This is an optimization exercise on Yosys and OpenROAD, whose aim is a short achievable clock period and few clock cycles per item, not a production implementation. Where RTL was checked, it was by simulation tests only, not by an equivalence proof against the original. Power figures rest on the tool's default switching activity, not on a simulated workload.

Design cpu16_backend, start of the top module:
module cpu16_backend
(
    input  logic    clk,
    input  logic    reset,
    input  logic    in_valid,
    output logic    in_ready,
    input  logic [15:0] in_instr,
    output logic    retire_valid,
    input  logic    retire_ready,
    output logic [32:0]  retire,
    output logic [REGVAL_W-1:0] regval
);
For scale: roughly 2100 cells after synthesis, roughly 590 flip-flops, ~180 I/O pins, ~26000 um2 of cells after synthesis.
Settings: LEC_CHECK=0, ABC_CLOCK_PERIOD_IN_PS=1000, CAP_MARGIN=20, CORE_MARGIN=2, CORE_UTILIZATION=30, PLACE_DENSITY=0.5, SETUP_SLACK_MARGIN=3.2, SLEW_MARGIN=20, TNS_END_PERCENT=100; clock period 5.0 ns.
run.sh (not shown) runs the stock make flow with config.mk's settings and CLKGATE_MAP_FILE= SYNTH_SCRIPT=/design/flow/synth_recipe.tcl, a recipe that flattens the netlist after the stock synthesis.
Edit:
==> flow/flow/run.sh (new file) <==
#!/bin/bash
# The standard layout, except that synthesis leaves adders to ABC instead of
# mapping them onto the library's half- and full-adder cells.
set -euo pipefail
bash standard.sh ADDER_MAP_FILE= finish > flow.log 2>&1
==> flow/standard.sh (new file) <==
#!/bin/bash
# synth_recipe.tcl (not shown) runs the flow's synth.tcl, then flattens the netlist and writes it again
# the make line also repeats each setting of config.mk as NAME=value (left out here)
make -C /OpenROAD-flow-scripts/flow DESIGN_CONFIG=/design/flow/config.mk WORK_HOME=/design/flow/orfs CLKGATE_MAP_FILE= SYNTH_SCRIPT=/design/flow/synth_recipe.tcl "${@:-finish}"
removed: flow/run.sh
Result:
- The new run passed the timing, DRC and antenna checks
- core utilization came out higher by 1.5 points
- worst setup slack improves by 0.30 ns
- clock power drops by about 4%
Function was not checked in any run of this note: the RTL went through the layout flow alone.

* * *

Another version of the RTL of cpu16_backend (not shown whole).
Size in the first run: about 820 flip-flops, ~180 I/O pins.
Settings: LEC_CHECK=0, ABC_CLOCK_PERIOD_IN_PS=1000, CAP_MARGIN=20, CORE_MARGIN=2, CORE_UTILIZATION=40, PLACE_DENSITY=0.6, SETUP_SLACK_MARGIN=3.05, SLEW_MARGIN=20, TNS_END_PERCENT=100; clock period 5.0 ns.
standard.sh (not shown) runs the stock make flow with config.mk's settings and CLKGATE_MAP_FILE= SYNTH_SCRIPT=/design/flow/synth_recipe.tcl, a recipe that flattens the netlist after the stock synthesis.
==> flow/flow/run.sh <==
#!/bin/bash
# The standard layout, except that synthesis leaves adders to ABC instead of
# mapping them onto the library's half- and full-adder cells, and the slow
# majority cell is kept out of the netlist.
set -euo pipefail
PLAT=$(sed -n '/^export DONT_USE_CELLS +=/,/[^\\]$/p' "$FLOW_HOME/platforms/sky130hd/config.mk" | sed -e 's/export DONT_USE_CELLS +=//' -e 's/\\//g' | tr -s ' \n' ' ')
SLOW="sky130_fd_sc_hd__maj3_* sky130_fd_sc_hd__or4_* sky130_fd_sc_hd__or4b_* sky130_fd_sc_hd__or4bb_* sky130_fd_sc_hd__nor4_* sky130_fd_sc_hd__nor4b_* sky130_fd_sc_hd__nor4bb_* sky130_fd_sc_hd__a2111o_* sky130_fd_sc_hd__o2111a_* sky130_fd_sc_hd__mux4_*"
echo "DONT_USE_CELLS=$PLAT $SLOW" > dont_use.txt
bash standard.sh ADDER_MAP_FILE= "DONT_USE_CELLS=$PLAT $SLOW" finish > flow.log 2>&1
Testbench counts at the start, summed over its fixed seeds: cycles 3,258, instructions 3,200.
==> next run, changes <==
--- a/flow/config.mk
+++ b/flow/config.mk
@@ -9,7 +9,7 @@
 export CAP_MARGIN = 20
 export CORE_MARGIN = 2
-export CORE_UTILIZATION = 40
-export PLACE_DENSITY = 0.6
-export SETUP_SLACK_MARGIN = 3.05
+export CORE_UTILIZATION = 30
+export PLACE_DENSITY = 0.5
+export SETUP_SLACK_MARGIN = 3.2
 export SLEW_MARGIN = 20
 export TNS_END_PERCENT = 100
Result:
- The changed run finished with timing, DRC and antenna clean
- routed wire length rises by 6.8%
- flip-flop and latch count stays the same
- worst setup slack loses 14 ps
- global-route usage is lower by 3.7 points
- synthesized area is unchanged
- power grows by 2.7%
- design area rose by 3.6%
==> next run, changes <==
==> flow/flow/run.sh (replaced) <==
#!/bin/bash
# The standard layout, except that synthesis leaves adders to ABC instead of
# mapping them onto the library's half- and full-adder cells, and the slow
# majority cell is kept out of the netlist.
set -euo pipefail
PLAT=$(sed -n '/^export DONT_USE_CELLS +=/,/[^\\]$/p' "$FLOW_HOME/platforms/sky130hd/config.mk" | sed -e 's/export DONT_USE_CELLS +=//' -e 's/\\//g' | tr -s ' \n' ' ')
SLOW="sky130_fd_sc_hd__maj3_*"
echo "DONT_USE_CELLS=$PLAT $SLOW" > dont_use.txt
bash standard.sh ADDER_MAP_FILE= "DONT_USE_CELLS=$PLAT $SLOW" finish > flow.log 2>&1
=> The new run finished with timing, DRC and antenna clean; clock-buffer cell count is higher by 6; worst hold slack hardly moves; wire length goes down by 5.7%; total power goes down by about 7%; sequential share of layout area went up by 0.81 points; area after synthesis drops by 2.3%; setup slack gets better by 6.0 ps.
==> next run, changes <==
--- a/flow/flow/run.sh
+++ b/flow/flow/run.sh
@@ -5,5 +5,5 @@
 set -euo pipefail
 PLAT=$(sed -n '/^export DONT_USE_CELLS +=/,/[^\\]$/p' "$FLOW_HOME/platforms/sky130hd/config.mk" | sed -e 's/export DONT_USE_CELLS +=//' -e 's/\\//g' | tr -s ' \n' ' ')
-SLOW="sky130_fd_sc_hd__maj3_*"
+SLOW="sky130_fd_sc_hd__maj3_* sky130_fd_sc_hd__or4_* sky130_fd_sc_hd__or4b_* sky130_fd_sc_hd__or4bb_* sky130_fd_sc_hd__nor4_* sky130_fd_sc_hd__nor4b_* sky130_fd_sc_hd__nor4bb_* sky130_fd_sc_hd__a2111o_* sky130_fd_sc_hd__o2111a_* sky130_fd_sc_hd__mux4_*"
 echo "DONT_USE_CELLS=$PLAT $SLOW" > dont_use.txt
 bash standard.sh ADDER_MAP_FILE= "DONT_USE_CELLS=$PLAT $SLOW" finish > flow.log 2>&1
--- a/flow/config.mk
+++ b/flow/config.mk
@@ -9,6 +9,6 @@
 export CAP_MARGIN = 20
 export CORE_MARGIN = 2
-export CORE_UTILIZATION = 30
-export PLACE_DENSITY = 0.5
+export CORE_UTILIZATION = 40
+export PLACE_DENSITY = 0.6
 export SETUP_SLACK_MARGIN = 3.2
 export SLEW_MARGIN = 20
Result:
- wire length increases slightly
- clock power decreases slightly
- die area decreases by about a fifth
- clock-buffer cell count decreases by 4
- cell area stays flat
- total power increases by a few percent
- sequential power increases by a few percent
- fmax increases slightly
- via count increases by a few percent

* * *

Starting RTL as in the previous note.
Settings: LEC_CHECK=0, ABC_CLOCK_PERIOD_IN_PS=1000, CAP_MARGIN=20, CORE_MARGIN=2, CORE_UTILIZATION=25, PLACE_DENSITY=0.45, SETUP_SLACK_MARGIN=3.2, SLEW_MARGIN=20, TNS_END_PERCENT=100; clock period 5.0 ns.
==> flow/flow/run.sh <==
#!/bin/bash
# The standard layout, except that synthesis leaves adders to ABC instead of
# mapping them onto the library's half- and full-adder cells, and the slow
# majority cell is kept out of the netlist.
set -euo pipefail
PLAT=$(sed -n '/^export DONT_USE_CELLS +=/,/[^\\]$/p' "$FLOW_HOME/platforms/sky130hd/config.mk" | sed -e 's/export DONT_USE_CELLS +=//' -e 's/\\//g' | tr -s ' \n' ' ')
SLOW="sky130_fd_sc_hd__maj3_* sky130_fd_sc_hd__or4_* sky130_fd_sc_hd__or4b_* sky130_fd_sc_hd__or4bb_* sky130_fd_sc_hd__nor4_* sky130_fd_sc_hd__nor4b_* sky130_fd_sc_hd__nor4bb_* sky130_fd_sc_hd__a2111o_* sky130_fd_sc_hd__o2111a_* sky130_fd_sc_hd__mux4_*"
echo "DONT_USE_CELLS=$PLAT $SLOW" > dont_use.txt
bash standard.sh ADDER_MAP_FILE= "DONT_USE_CELLS=$PLAT $SLOW" finish > flow.log 2>&1
The first run completed with no timing, DRC or antenna violations.
Testbench counts at the start, summed over its fixed seeds: cycles 3,258, instructions 3,200.
Change:
--- a/flow/config.mk
+++ b/flow/config.mk
@@ -11,3 +11,3 @@
-export CORE_UTILIZATION = 25
-export PLACE_DENSITY = 0.45
-export SETUP_SLACK_MARGIN = 3.2
+export CORE_UTILIZATION = 40
+export PLACE_DENSITY = 0.6
+export SETUP_SLACK_MARGIN = 2.95
Result: Register-to-register slack gets worse by 0.03 ns. Area after synthesis is unchanged. Routed wire length decreases by 11%. Cell area decreases by 5.8%. Critical path depth rose by 5. Utilization is higher by 16 points. Fmax came out higher by 3.0%. First-iteration DRC count rises by 1.1%. Flip-flop and latch count does not change. Worst setup slack gets better by 0.065 ns.
Change:
==> flow/flow/run.sh (replaced) <==
#!/bin/bash
# The standard layout, except that synthesis leaves adders to ABC instead of
# mapping them onto the library's half- and full-adder cells.
set -euo pipefail
bash standard.sh ADDER_MAP_FILE= finish > flow.log 2>&1
--- a/flow/config.mk
+++ b/flow/config.mk
@@ -11,3 +11,3 @@
-export CORE_UTILIZATION = 40
-export PLACE_DENSITY = 0.6
-export SETUP_SLACK_MARGIN = 2.95
+export CORE_UTILIZATION = 30
+export PLACE_DENSITY = 0.5
+export SETUP_SLACK_MARGIN = 3.2
Effect:
- design area went up by 2.3%
- power drops by 6.9%
- sequential share of layout area fell by 0.86 points
Change:
==> flow/flow/run.sh (replaced) <==
#!/bin/bash
# The standard layout, except that synthesis leaves adders to ABC instead of
# mapping them onto the library's half- and full-adder cells, and the slow
# majority cell is kept out of the netlist.
set -euo pipefail
PLAT=$(sed -n '/^export DONT_USE_CELLS +=/,/[^\\]$/p' "$FLOW_HOME/platforms/sky130hd/config.mk" | sed -e 's/export DONT_USE_CELLS +=//' -e 's/\\//g' | tr -s ' \n' ' ')
SLOW="sky130_fd_sc_hd__maj3_* sky130_fd_sc_hd__or4_* sky130_fd_sc_hd__or4b_* sky130_fd_sc_hd__or4bb_* sky130_fd_sc_hd__nor4_* sky130_fd_sc_hd__nor4b_* sky130_fd_sc_hd__nor4bb_* sky130_fd_sc_hd__a2111o_* sky130_fd_sc_hd__o2111a_* sky130_fd_sc_hd__mux4_*"
echo "DONT_USE_CELLS=$PLAT $SLOW" > dont_use.txt
bash standard.sh ADDER_MAP_FILE= "DONT_USE_CELLS=$PLAT $SLOW" finish > flow.log 2>&1
--- a/flow/config.mk
+++ b/flow/config.mk
@@ -11,2 +11,2 @@
-export CORE_UTILIZATION = 30
-export PLACE_DENSITY = 0.5
+export CORE_UTILIZATION = 40
+export PLACE_DENSITY = 0.65
What happened: Count of clock-buffer cells in the layout drops by 13; fmax climbs by 4.0%; die area drops by 23%; routed wire length barely changes; sequential share of layout area drops by 0.48 points; non-clock buffer count drops by 3; total power climbs by 7.9%.
Change:
--- a/flow/flow/run.sh
+++ b/flow/flow/run.sh
@@ -2,3 +2,8 @@
-# The standard layout, except that synthesis leaves adders to ABC instead of
-# mapping them onto the library's half- and full-adder cells, and the slow
-# majority cell is kept out of the netlist.
+# The standard layout (standard.sh: ORFS with the standard flow's own synthesis script,
+# config and constraints), with two changes to how synthesis maps logic:
+#  - ADDER_MAP_FILE is empty, so adders are left to ABC instead of being
+#    mapped onto the library's half- and full-adder cells (ripple chains);
+#  - a few slow cells (majority, 4-input or/nor, a2111o/o2111a, mux4) are
+#    added to the platform's don't-use list.
+# Registers, their names and cell types are those of the standard synthesis.
+# make's full output goes to flow.log; each ORFS step logs under orfs/logs.
--- a/flow/config.mk
+++ b/flow/config.mk
@@ -12 +12 @@
-export PLACE_DENSITY = 0.65
+export PLACE_DENSITY = 0.6
Register-to-register slack stays flat; sequential share of layout area came out higher by 0.15 points; power came out higher slightly; non-clock buffer count came out lower by 20; maximum frequency came out higher slightly.
Change:
==> flow/flow/run.sh (replaced) <==
#!/bin/bash
# The standard layout, except that synthesis leaves adders to ABC instead of
# mapping them onto the library's half- and full-adder cells, and the slow
# majority cell is kept out of the netlist.
set -euo pipefail
PLAT=$(sed -n '/^export DONT_USE_CELLS +=/,/[^\\]$/p' "$FLOW_HOME/platforms/sky130hd/config.mk" | sed -e 's/export DONT_USE_CELLS +=//' -e 's/\\//g' | tr -s ' \n' ' ')
SLOW="sky130_fd_sc_hd__maj3_* sky130_fd_sc_hd__or4_* sky130_fd_sc_hd__or4b_* sky130_fd_sc_hd__or4bb_* sky130_fd_sc_hd__nor4_* sky130_fd_sc_hd__nor4b_* sky130_fd_sc_hd__nor4bb_* sky130_fd_sc_hd__a2111o_* sky130_fd_sc_hd__o2111a_* sky130_fd_sc_hd__mux4_*"
echo "DONT_USE_CELLS=$PLAT $SLOW" > dont_use.txt
bash standard.sh ADDER_MAP_FILE= "DONT_USE_CELLS=$PLAT $SLOW" finish > flow.log 2>&1
--- a/flow/config.mk
+++ b/flow/config.mk
@@ -11,2 +11,2 @@
-export CORE_UTILIZATION = 40
-export PLACE_DENSITY = 0.6
+export CORE_UTILIZATION = 35
+export PLACE_DENSITY = 0.55
The changed run finished clean.
Design area rose by 1.2%.
Clock skew shrinks by 0.0055 ns.
Setup slack loses 0.016 ns.
Power went up by 1.0%.
Non-clock buffer count climbs by 19.

* * *

the previous run:
cpu16_backend, a different RTL version from the one above (not shown whole).
For scale: ~2,100 cells after synthesis, ~580 flip-flops, about 180 I/O pins.
Settings: LEC_CHECK=0, ABC_CLOCK_PERIOD_IN_PS=1000, CAP_MARGIN=20, CORE_MARGIN=2, CORE_UTILIZATION=30, CTS_CLUSTER_DIAMETER=80, CTS_CLUSTER_SIZE=30, PLACE_DENSITY=0.5, SETUP_SLACK_MARGIN=3.2, SLEW_MARGIN=20, TNS_END_PERCENT=100; clock period 5.0 ns.
run.sh (not shown) runs the stock make flow with config.mk's settings and CLKGATE_MAP_FILE= SYNTH_SCRIPT=/design/flow/synth_recipe.tcl, a recipe that flattens the netlist after the stock synthesis.
Stock flow here: none of the scripts above is used.
The inputs of the current run differ from those of the previous run as listed below.
Settings: CTS_CLUSTER_SIZE no longer set, was 30; CTS_CLUSTER_DIAMETER no longer set, was 80.
==> comparison <==
- Diff the previous run -> the current run: register area shows no meaningful change; share of power burned in combinational logic shows a reduction of 2.9 points.
- met1 track demand over resource in the current run is 0.40 points below the previous run.
- The current run vs the previous run — final cell area excluding filler cells rose about 1.4%.
- Hold slack, the current run and the previous run: larger value in the previous run
- Looking at slack of the critical path across both flows, the current run is the weaker of the two, with the previous run ahead.
No functional check of the RTL was part of any run of this note.

* * *

== v4 ==
cpu16_backend, a different RTL version from the one above (not shown whole).
Size: ~0.033 mm2 of cells after synthesis.
// cpu16_backend
module cpu16_backend
(
    input  logic    clk,
    input  logic    reset,
    input  logic    in_valid,
    output logic    in_ready,
    input  logic [15:0] in_instr,
    output logic    retire_valid,
    input  logic    retire_ready,
    output logic [32:0]  retire,
    output logic [REGVAL_W-1:0] regval
);
clock: 5.0 ns
lec_check: 0
abc_clock_period_in_ps: 1000
cap_margin: 20
core_margin: 2
core_utilization: 30
place_density: 0.5
setup_slack_margin: 2.95
slew_margin: 20
tns_end_percent: 100
standard.sh (not shown) runs the stock make flow with config.mk's settings and CLKGATE_MAP_FILE= SYNTH_SCRIPT=/design/flow/synth_recipe.tcl, a recipe that flattens the netlist after the stock synthesis.
==> flow/flow/run.sh <==
#!/bin/bash
# The standard layout, except that synthesis leaves adders to ABC instead of
# mapping them onto the library's half- and full-adder cells.
set -euo pipefail
bash standard.sh ADDER_MAP_FILE= finish > flow.log 2>&1
Testbench counts of v4, summed over its fixed seeds: cycles 3,327, instructions 3,200.
Changes in v51 relative to v4:
diff --git a/flow/config.mk b/flow/config.mk
--- a/flow/config.mk
+++ b/flow/config.mk
@@ -10,5 +10,5 @@
 export CORE_MARGIN = 2
-export CORE_UTILIZATION = 30
-export PLACE_DENSITY = 0.5
-export SETUP_SLACK_MARGIN = 2.95
+export CORE_UTILIZATION = 45
+export PLACE_DENSITY = 0.62
+export SETUP_SLACK_MARGIN = 3.2
 export SLEW_MARGIN = 20
==> comparison <==
v51 | stages: all done | timing, DRC, antenna: all pass. Per the comparison of v51 with v4, global-route usage higher, data arrival time at the worst-slack endpoint grew by 1.53 ns, adder and majority gate portion of the synthesized area level, area of the die decreased by 33% relative to the old numbers, vertical extent of the die shrank by 61 um. Going from v4 to v51, number of cells on the critical path saw an increase, via count moved up, net total in the final layout now sits higher. As of v51, post-cts sizing count had risen by a little under 10% compared to v4. v51 reports its library cell contributing the largest single delay on the critical path as sky130_fd_sc_hd__a2111oi_4 while v4 reports sky130_fd_sc_hd__dfxtp_2.
[inputs] v53 vs v51
==> flow/flow/run.sh <==
#!/bin/bash
# The standard layout, except that synthesis leaves adders to ABC instead of
# mapping them onto the library's half- and full-adder cells, and the slow
# majority cell is kept out of the netlist.
set -euo pipefail
PLAT=$(sed -n '/^export DONT_USE_CELLS +=/,/[^\\]$/p' "$FLOW_HOME/platforms/sky130hd/config.mk" | sed -e 's/export DONT_USE_CELLS +=//' -e 's/\\//g' | tr -s ' \n' ' ')
SLOW="sky130_fd_sc_hd__maj3_* sky130_fd_sc_hd__or4_* sky130_fd_sc_hd__or4b_* sky130_fd_sc_hd__or4bb_* sky130_fd_sc_hd__nor4_* sky130_fd_sc_hd__nor4b_* sky130_fd_sc_hd__nor4bb_* sky130_fd_sc_hd__a2111o_* sky130_fd_sc_hd__o2111a_* sky130_fd_sc_hd__mux4_*"
echo "DONT_USE_CELLS=$PLAT $SLOW" > dont_use.txt
bash standard.sh ADDER_MAP_FILE= "DONT_USE_CELLS=$PLAT $SLOW" finish > flow.log 2>&1
diff --git a/flow/config.mk b/flow/config.mk
--- a/flow/config.mk
+++ b/flow/config.mk
@@ -10,4 +10,4 @@
 export CORE_MARGIN = 2
-export CORE_UTILIZATION = 45
-export PLACE_DENSITY = 0.62
+export CORE_UTILIZATION = 30
+export PLACE_DENSITY = 0.5
 export SETUP_SLACK_MARGIN = 3.2
Notes after the runs:
- Looking at register-to-register slack, v53 sits 0.19 ns above v51.
- Summary of the comparison: share of the synthesized area in compound gates (AO/OA/AOI/OAI) is higher in v53, relative to v51.
- Setup slack in v53 is larger than in v51.
- For the die span in y, v53 came in 65 um higher than v51 did.
- Count of buffers not belonging to the clock network in the layout in v53 is 13 below v51.
- [compare] base=v51 new=v53: total net switching power saw an increase, design area saw an increase.
- v53 falls short of v51 in total wire length.
#### Input delta (v27 over v53)
==> flow/flow/run.sh <==
#!/bin/bash
# The standard layout, except that synthesis leaves adders to ABC instead of
# mapping them onto the library's half- and full-adder cells.
set -euo pipefail
bash standard.sh ADDER_MAP_FILE= finish > flow.log 2>&1
diff --git a/flow/config.mk b/flow/config.mk
--- a/flow/config.mk
+++ b/flow/config.mk
@@ -11,2 +11,3 @@
 export CORE_UTILIZATION = 30
+export CTS_BUF_LIST = sky130_fd_sc_hd__clkbuf_8
 export PLACE_DENSITY = 0.5
Notes after the runs:
v27 has completed all stages; timing, DRC and antenna checks passed. End of the critical path = retire[0]: v27; end of the critical path = retire[16]: v53. Between v53 and v27, the flow reports area after detailed placement decreasing slightly. Per the comparison of v27 with v53, final design area excluding fillers now smaller; wire length of the first global-routing pass now smaller; met1 wire length now smaller. Maximum frequency (v53 / v27): 1.06. Post-route clock period utilization up 2.4 points in v27 wrt v53. What v27 reported for power consumed by sequential cells has to be multiplied by 1.06 to get the figure for v53. The estimated power of v27 ends up lower than the estimate for v53. Against v53, v27 reports a switching power as a share of total power that is lower. v27 vs v53: number of buffers outside the clock class in the layout up by a little under 10%.
#### Input delta (v41 over v27)
diff --git a/flow/config.mk b/flow/config.mk
--- a/flow/config.mk
+++ b/flow/config.mk
@@ -11,3 +11,4 @@
 export CORE_UTILIZATION = 30
-export CTS_BUF_LIST = sky130_fd_sc_hd__clkbuf_8
+export CTS_CLUSTER_DIAMETER = 50
+export CTS_CLUSTER_SIZE = 20
 export PLACE_DENSITY = 0.5
==> notes.md <==
Top power consumer group: sequential cells -> v27, clock -> v41. Number of CTS-inserted buffers in v41 is 48 lower than in v27. Post-route fraction of the period consumed by the critical path: v27 and v41 compared, lower one is v41. Changes observed in v41 relative to v27: clock skew now larger; proportion of power drawn by combinational gates now smaller.
The following lists how v7 was set up differently from v41:
==> flow/flow/run.sh <==
#!/bin/bash
# The standard layout, except that synthesis leaves adders to ABC instead of
# mapping them onto the library's half- and full-adder cells, and the slow
# majority cell is kept out of the netlist.
set -euo pipefail
PLAT=$(sed -n '/^export DONT_USE_CELLS +=/,/[^\\]$/p' "$FLOW_HOME/platforms/sky130hd/config.mk" | sed -e 's/export DONT_USE_CELLS +=//' -e 's/\\//g' | tr -s ' \n' ' ')
SLOW="sky130_fd_sc_hd__maj3_*"
echo "DONT_USE_CELLS=$PLAT $SLOW" > dont_use.txt
bash standard.sh ADDER_MAP_FILE= "DONT_USE_CELLS=$PLAT $SLOW" finish > flow.log 2>&1
diff --git a/flow/config.mk b/flow/config.mk
--- a/flow/config.mk
+++ b/flow/config.mk
@@ -11,4 +11,2 @@
 export CORE_UTILIZATION = 30
-export CTS_CLUSTER_DIAMETER = 50
-export CTS_CLUSTER_SIZE = 20
 export PLACE_DENSITY = 0.5
[summary]
Compared with v41, v7 shows internal power summed over all cells lower by about 1.7%.
v7 | status: complete | timing, DRC, antenna: pass
Delta (v7 minus v41): wire length went up 0.79%; synthesized-area fraction occupied by adder cells went down 0.53 points; HPWL after detailed placement held; synthesized area went up 100 um2; post-route worst setup slack went up 0.013 ns.
v7 vs v41 — clock-cell share of area dropped 0.72 points.
Note that the count of buffers not belonging to the clock network in the layout recorded for v7 amounts to 0.933 times the value seen in v41.

re-timing with driven ports:
The results above use ideal ports. As a check the final layouts listed here were re-extracted and re-timed, cells and wires unchanged.
Step 1 (the two cells are an assumption about what drives the block):
set clk [get_ports {clk}]
set_driving_cell -lib_cell sky130_fd_sc_hd__clkbuf_16 $clk
set_driving_cell -lib_cell sky130_fd_sc_hd__buf_2 [delete_from_list [all_inputs] $clk]
Step 2, shift: input delay + t, output delay - t, t = (earliest + latest rising clock arrival at the registers) / 2. This alone moves slack from input paths to output paths.
Three values: ideal ports, drivers, drivers and shift; two values: the first two.
run	t (ns)	slack for setup (ns)	pins driven straight from the clock port
the first run of note 1	0.669	2.438 / 2.438 / 2.112	1
the second run of note 1	0.671	2.735 / 2.735 / 2.144	1
the first run of note 2	0.692	2.878 / 2.817 / 2.396	1
the second run of note 2	0.722	2.864 / 2.796 / 2.241	1
the third run of note 2	0.710	2.870 / 2.809 / 2.363	1
the fourth run of note 2	0.699	2.881 / 2.820 / 2.365	1
the first run of note 3	0.745	2.813 / 2.747 / 2.286	1
the second run of note 3	0.688	2.877 / 2.824 / 2.335	1
the third run of note 3	0.704	2.781 / 2.781 / 2.375	1
the fourth run of note 3	0.692	2.866 / 2.807 / 2.286	1
the fifth run of note 3	0.699	2.881 / 2.820 / 2.365	1
the sixth run of note 3	0.703	2.865 / 2.825 / 2.331	1
the previous run	0.655	1.836 / 1.836 / 1.836	1
the current run	0.669	1.826 / 1.826 / 1.826	1
v4	0.709	2.869 / 2.801 / 2.326	1
v51	0.693	2.826 / 2.822 / 2.463	1
v53	0.720	2.863 / 2.799 / 2.395	1
v27	0.827	2.744 / 2.681 / 2.301	1
v41	0.697	2.866 / 2.805 / 2.431	1
v7	0.714	2.879 / 2.807 / 2.357	1
After both steps setup and hold are still met in every run listed. For the second run of note 2, which loses most, drivers alone change the setup slack by -0.068 ns; drivers and shift together by -0.623 ns.
